What follows belongs to an exercise in optimizing a design on an open flow for small area, a short achievable clock period and few clock cycles per item; a production flow would make more cautious choices. The RTL was checked by simulation tests, not by an equivalence proof against the original design. The clock input has no modelled driver; a real chip could not lean on it and would need a root buffer or a full tree. Power figures rest on the tool's default switching activity, not on a simulated workload.

Setup of run A:
## small_set_membership_table
module small_set_membership_table #(
  parameter int unsigned CAPACITY   = ssmt_pkg::DEF_CAPACITY,
  parameter int unsigned ELEM_WIDTH = ssmt_pkg::DEF_ELEM_WIDTH
) (
  input  wire logic                          clk_i,
  input  wire logic                          rst_ni,
  input  wire logic                          start_i,
  output logic                               busy_o,
  input  wire logic [ssmt_pkg::OP_W-1:0]     op_i,
  input  wire logic [ssmt_pkg::VALUE_W-1:0]  value_i,
  output logic                               valid_o,
  output logic                               was_member_o,
  output logic [ssmt_pkg::COUNT_W-1:0]       count_o,
  output logic                               empty_res_o,
  output logic                               full_res_o,
  output logic                               rejected_o
);
==> flow/config.mk <==
export PLATFORM = sky130hd
export DESIGN_NAME = small_set_membership_table
export DESIGN_NICKNAME = small_set_membership_table
export VERILOG_FILES = /design/flow/design.v
export SDC_FILE = /design/flow/constraint.sdc
export NUM_CORES = 4
export LEC_CHECK = 0
export CAP_MARGIN = 20
export CORE_MARGIN = 2
export CORE_UTILIZATION = 50
export SETUP_SLACK_MARGIN = 2.35
export SLEW_MARGIN = 20
==> flow/constraint.sdc <==
create_clock -name core_clock -period 4.0 [get_ports {clk_i}]
set_input_delay 0.8000 -clock core_clock [delete_from_list [all_inputs] [get_ports {clk_i}]]
set_output_delay 0.8000 -clock core_clock [all_outputs]
set_load 0.01 [all_outputs]
standard.sh (not shown) runs the stock make flow with config.mk's settings and CLKGATE_MAP_FILE= SYNTH_SCRIPT=/design/flow/synth_recipe.tcl, a recipe that flattens the netlist after the stock synthesis.
==> flow/flow/run.sh <==
#!/bin/bash
# The standard layout, with two changes: plain buf_4 cells as the port
# buffers, and a shallow balanced clock tree (flow/mcts.tcl) in place of
# TritonCTS. Synthesis and every other step are the standard ones.
set -euo pipefail
work=$(pwd)
export BUFFER_PORTS_ARGS="-buffer_cell sky130_fd_sc_hd__buf_4"
export PRE_CTS_TCL="$work/flow/mcts.tcl"
bash standard.sh > "$work/standard_flow.log" 2>&1
==> flow/flow/mcts.tcl <==
# PRE_CTS_TCL hook: replaces TritonCTS with a shallow balanced clock tree.
#
# The clock port drives COLS column buffers; each column buffer drives ROWS
# leaf buffers; each leaf buffer drives an equal share of the clock pins.
# Sinks are split into COLS columns of equal count by x, and each column
# into ROWS groups of equal count by y, so every register sees the same
# two buffers and a similar load. cts.tcl goes on as usual afterwards
# (legalization, timing repair).

rename clock_tree_synthesis __tritoncts_unused

proc clock_tree_synthesis { args } {
  set cols 4
  set rows 5
  set db [ord::get_db]
  set block [ord::get_db_block]
  set bufm [$db findMaster sky130_fd_sc_hd__clkbuf_16]
  set clknet [$block findNet clk_i]

  set sinks {}
  foreach it [$clknet getITerms] {
    if { [$it isInputSignal] } {
      set b [[$it getInst] getBBox]
      lappend sinks [list $it [expr { ([$b xMin] + [$b xMax]) / 2 }] \
        [expr { ([$b yMin] + [$b yMax]) / 2 }]]
    }
  }
  set n [llength $sinks]
  puts "mcts: $n clock sinks, $cols columns of $rows leaves"

  set by_x [lsort -integer -index 1 $sinks]
  set leaf 0
  for { set c 0 } { $c < $cols } { incr c } {
    set lo [expr { $c * $n / $cols }]
    set hi [expr { ($c + 1) * $n / $cols }]
    set col [lsort -integer -index 2 [lrange $by_x $lo [expr { $hi - 1 }]]]
    set m [llength $col]

    set mid [odb::dbInst_create $block $bufm "mcts_col_$c"]
    set midnet [odb::dbNet_create $block "mcts_colnet_$c"]
    $midnet setSigType CLOCK
    [$mid findITerm A] connect $clknet
    [$mid findITerm X] connect $midnet
    set mx 0
    set my 0

    for { set r 0 } { $r < $rows } { incr r } {
      set glo [expr { $r * $m / $rows }]
      set ghi [expr { ($r + 1) * $m / $rows }]
      set grp [lrange $col $glo [expr { $ghi - 1 }]]
      set sx 0
      set sy 0
      foreach s $grp {
        incr sx [lindex $s 1]
        incr sy [lindex $s 2]
      }
      set k [llength $grp]
      set lx [expr { $sx / $k }]
      set ly [expr { $sy / $k }]
      set lb [odb::dbInst_create $block $bufm "mcts_leaf_$leaf"]
      set lnet [odb::dbNet_create $block "mcts_leafnet_$leaf"]
      $lnet setSigType CLOCK
      [$lb findITerm A] connect $midnet
      [$lb findITerm X] connect $lnet
      $lb setLocation $lx $ly
      $lb setPlacementStatus PLACED
      foreach s $grp {
        set it [lindex $s 0]
        $it disconnect
        $it connect $lnet
      }
      incr mx $lx
      incr my $ly
      incr leaf
    }
    $mid setLocation [expr { $mx / $rows }] [expr { $my / $rows }]
    $mid setPlacementStatus PLACED
  }
  set_propagated_clock [all_clocks]
}
Testbench counts of run A, summed over its fixed seeds: cycles 32,024, items 32,000.
## Diff of input files: run B against run A
# run A
export LEC_CHECK = 0
export CAP_MARGIN = 20
export CORE_MARGIN = 2
export CORE_UTILIZATION = 50
export SETUP_SLACK_MARGIN = 2.35
export SLEW_MARGIN = 20
create_clock -name core_clock -period 4.0 [get_ports {clk_i}]
# run B
export LEC_CHECK = 0
export CAP_MARGIN = 20
export CORE_MARGIN = 2
export CORE_UTILIZATION = 40
export SETUP_SLACK_MARGIN = 2.6
export SLEW_MARGIN = 20
create_clock -name core_clock -period 4.0 [get_ports {clk_i}]
==> comparison <==
Result for run A and run B: all clean. The higher routed wire length of run A and run B is in run B. Run A reports its launching instance or port of the critical path as valid_q[9]$_SDFFE_PP0P_ while run B reports count_q[4]$_SDFFE_PP0P_. Relative to run A, clock group share of total power has gone down in run B. The final cell count without fillers of run B exceeds that of run A by 157. On area growth from synthesis to layout, the lower figure sits with run A, not run B. Shortest period the worst path allows: run B worse than run A.
diff inputs: run B => run C
# run B
export LEC_CHECK = 0
export CAP_MARGIN = 20
export CORE_MARGIN = 2
export CORE_UTILIZATION = 40
export SETUP_SLACK_MARGIN = 2.6
export SLEW_MARGIN = 20
create_clock -name core_clock -period 4.0 [get_ports {clk_i}]
# run C
export LEC_CHECK = 0
export CAP_MARGIN = 20
export CORE_MARGIN = 2
export CORE_UTILIZATION = 40
export SETUP_SLACK_MARGIN = 2.45
export SLEW_MARGIN = 20
create_clock -name core_clock -period 4.0 [get_ports {clk_i}]
--- outcome ---
On final worst slack, the higher figure sits with run C, not run B.
Placed cell count essentially unchanged between run C and run B.
Diff run B -> run C: max-slew headroom at the worst pin went down; power dissipated in combinational cells went down by about 16%.
What run D does differently from run C at the input level:
# run C
export LEC_CHECK = 0
export CAP_MARGIN = 20
export CORE_MARGIN = 2
export CORE_UTILIZATION = 40
export SETUP_SLACK_MARGIN = 2.45
export SLEW_MARGIN = 20
create_clock -name core_clock -period 4.0 [get_ports {clk_i}]
# run D
export LEC_CHECK = 0
export CAP_MARGIN = 20
export CORE_MARGIN = 2
export CORE_UTILIZATION = 40
export CTS_CLUSTER_DIAMETER = 100
export CTS_CLUSTER_SIZE = 24
export SETUP_SLACK_MARGIN = 2.15
export SLEW_MARGIN = 20
create_clock -name core_clock -period 4.0 [get_ports {clk_i}]
[summary]
Shortest clock period the worst path allows after layout, run C and run D: higher on run D
Run C ended up with u_op_q[1]$_DFF_P_ as its worst setup path startpoint; run D ended up with value_i[5].
Relative to run C, the hold slack of run D is lower by 4.7 ps.
Diff run C -> run D | final weighted congestion of routability-driven global placement | increase of 3.5%
Global-route usage over all layers down 1.6 points in run D wrt run C
Comparing run C with run D, the power dissipated in the clock network came out essentially unchanged.
Compared to run C, the router laid down less metal wire for run D.
On run D: part of the cycle the worst path needs is 3.4 points higher than what run C gave.
Here is what was changed in the inputs of run E compared with run D.
# run D
export LEC_CHECK = 0
export CAP_MARGIN = 20
export CORE_MARGIN = 2
export CORE_UTILIZATION = 40
export CTS_CLUSTER_DIAMETER = 100
export CTS_CLUSTER_SIZE = 24
export SETUP_SLACK_MARGIN = 2.15
export SLEW_MARGIN = 20
create_clock -name core_clock -period 4.0 [get_ports {clk_i}]
# run E
export LEC_CHECK = 0
export CAP_MARGIN = 20
export CORE_MARGIN = 2
export CORE_UTILIZATION = 40
export SETUP_SLACK_MARGIN = 2.35
export SLEW_MARGIN = 20
create_clock -name core_clock -period 4.0 [get_ports {clk_i}]
--- a/flow/flow/mcts.tcl
+++ b/flow/flow/mcts.tcl
@@ -12,5 +12,5 @@
 proc clock_tree_synthesis { args } {
   set cols 4
-  set rows 5
+  set rows 4
   set db [ord::get_db]
   set block [ord::get_db_block]
### Flow results
Run E did not stop at any stage, and its layout met the timing, DRC and antenna checks.
Summary of run E over run D: routed wire length has increased, transition at the pin with the smallest max-transition slack has decreased, portion of the clock cycle consumed by the worst path in the final layout has decreased.
Maximum frequency from static timing analysis for run E is higher than for run D.
Worst setup slack delta for run E relative to run D: 130 ps higher
Design area (lower): run D
Post-placement setup slack (higher): run E
Post-layout net count: run E > run D
Worst hold slack came out higher on run E than on run D.
#### Input delta (run F over run E)
--- a/flow/flow/mcts.tcl
+++ b/flow/flow/mcts.tcl
@@ -12,5 +12,5 @@
 proc clock_tree_synthesis { args } {
   set cols 4
-  set rows 4
+  set rows 5
   set db [ord::get_db]
   set block [ord::get_db_block]
==> comparison <==
Run E -> run F: count of mapped cells out of synthesis delta 0, exact match
Run F: PASS, flow complete, no timing, DRC or antenna violations
Compared to run E, run F leaves less free space in the core.
Diff run E -> run F | part of the total power dissipated in the clock network | increase of 2.0 points
Routed wire length on met2 is higher on run E
As far as clock slew seen by the registers of the worst setup and hold paths is concerned, run F and run E perform about the same.
Side by side, setup slack turned out higher in run F than in run E.
Cell area | run F vs run E | run F larger
The number of instances resized during post-cts repair in run F sits 1.4% below the value recorded for run E.
Summary: with run E as the reference, maximum frequency in run F moved up slightly.
No run of this note takes its clock network from TritonCTS; it comes from the design's own scripts or RTL.

-- separate check: timing with driven ports --
The results above use ideal ports. As a check the final layouts listed here were re-extracted and re-timed, cells and wires unchanged.
Step 1 assumes that a clkbuf_16 drives the clock port and a buf_2 every other input.
Step 2 also shifts input and output timing later by t, the mid clock arrival at the registers, as if the neighbouring blocks saw the same clock.
Slacks: ideal / step 1 / step 2; pairs: ideal / step 1.
run | t, ns | setup slack, ns | hold slack, ns | worst setup path after step 2 | latest minus earliest clock arrival (ns)
run A | 0.402 | 2.292 / 2.253 / 2.023 | 0.258 / 0.197 / 0.321 | input to register | 0.018 / 0.017
run B | 0.412 | 2.277 / 2.186 / 2.027 | 0.256 / 0.191 / 0.332 | input to register | 0.018 / 0.018
run C | 0.418 | 2.342 / 2.289 / 1.974 | 0.255 / 0.185 / 0.333 | input to register | 0.017 / 0.018
run D | 0.406 | 2.208 / 2.182 / 1.836 | 0.250 / 0.195 / 0.331 | input to register | 0.018 / 0.017
run E | 0.408 | 2.342 / 2.273 / 1.993 | 0.256 / 0.200 / 0.318 | input to register | 0.017 / 0.017
run F | 0.412 | 2.356 / 2.271 / 2.012 | 0.259 / 0.199 / 0.324 | input to register | 0.019 / 0.018
After both steps every run listed still meets setup and hold. The setup slack of run D, which loses most, moves by -0.026 ns with the drivers and by -0.372 ns with both steps.
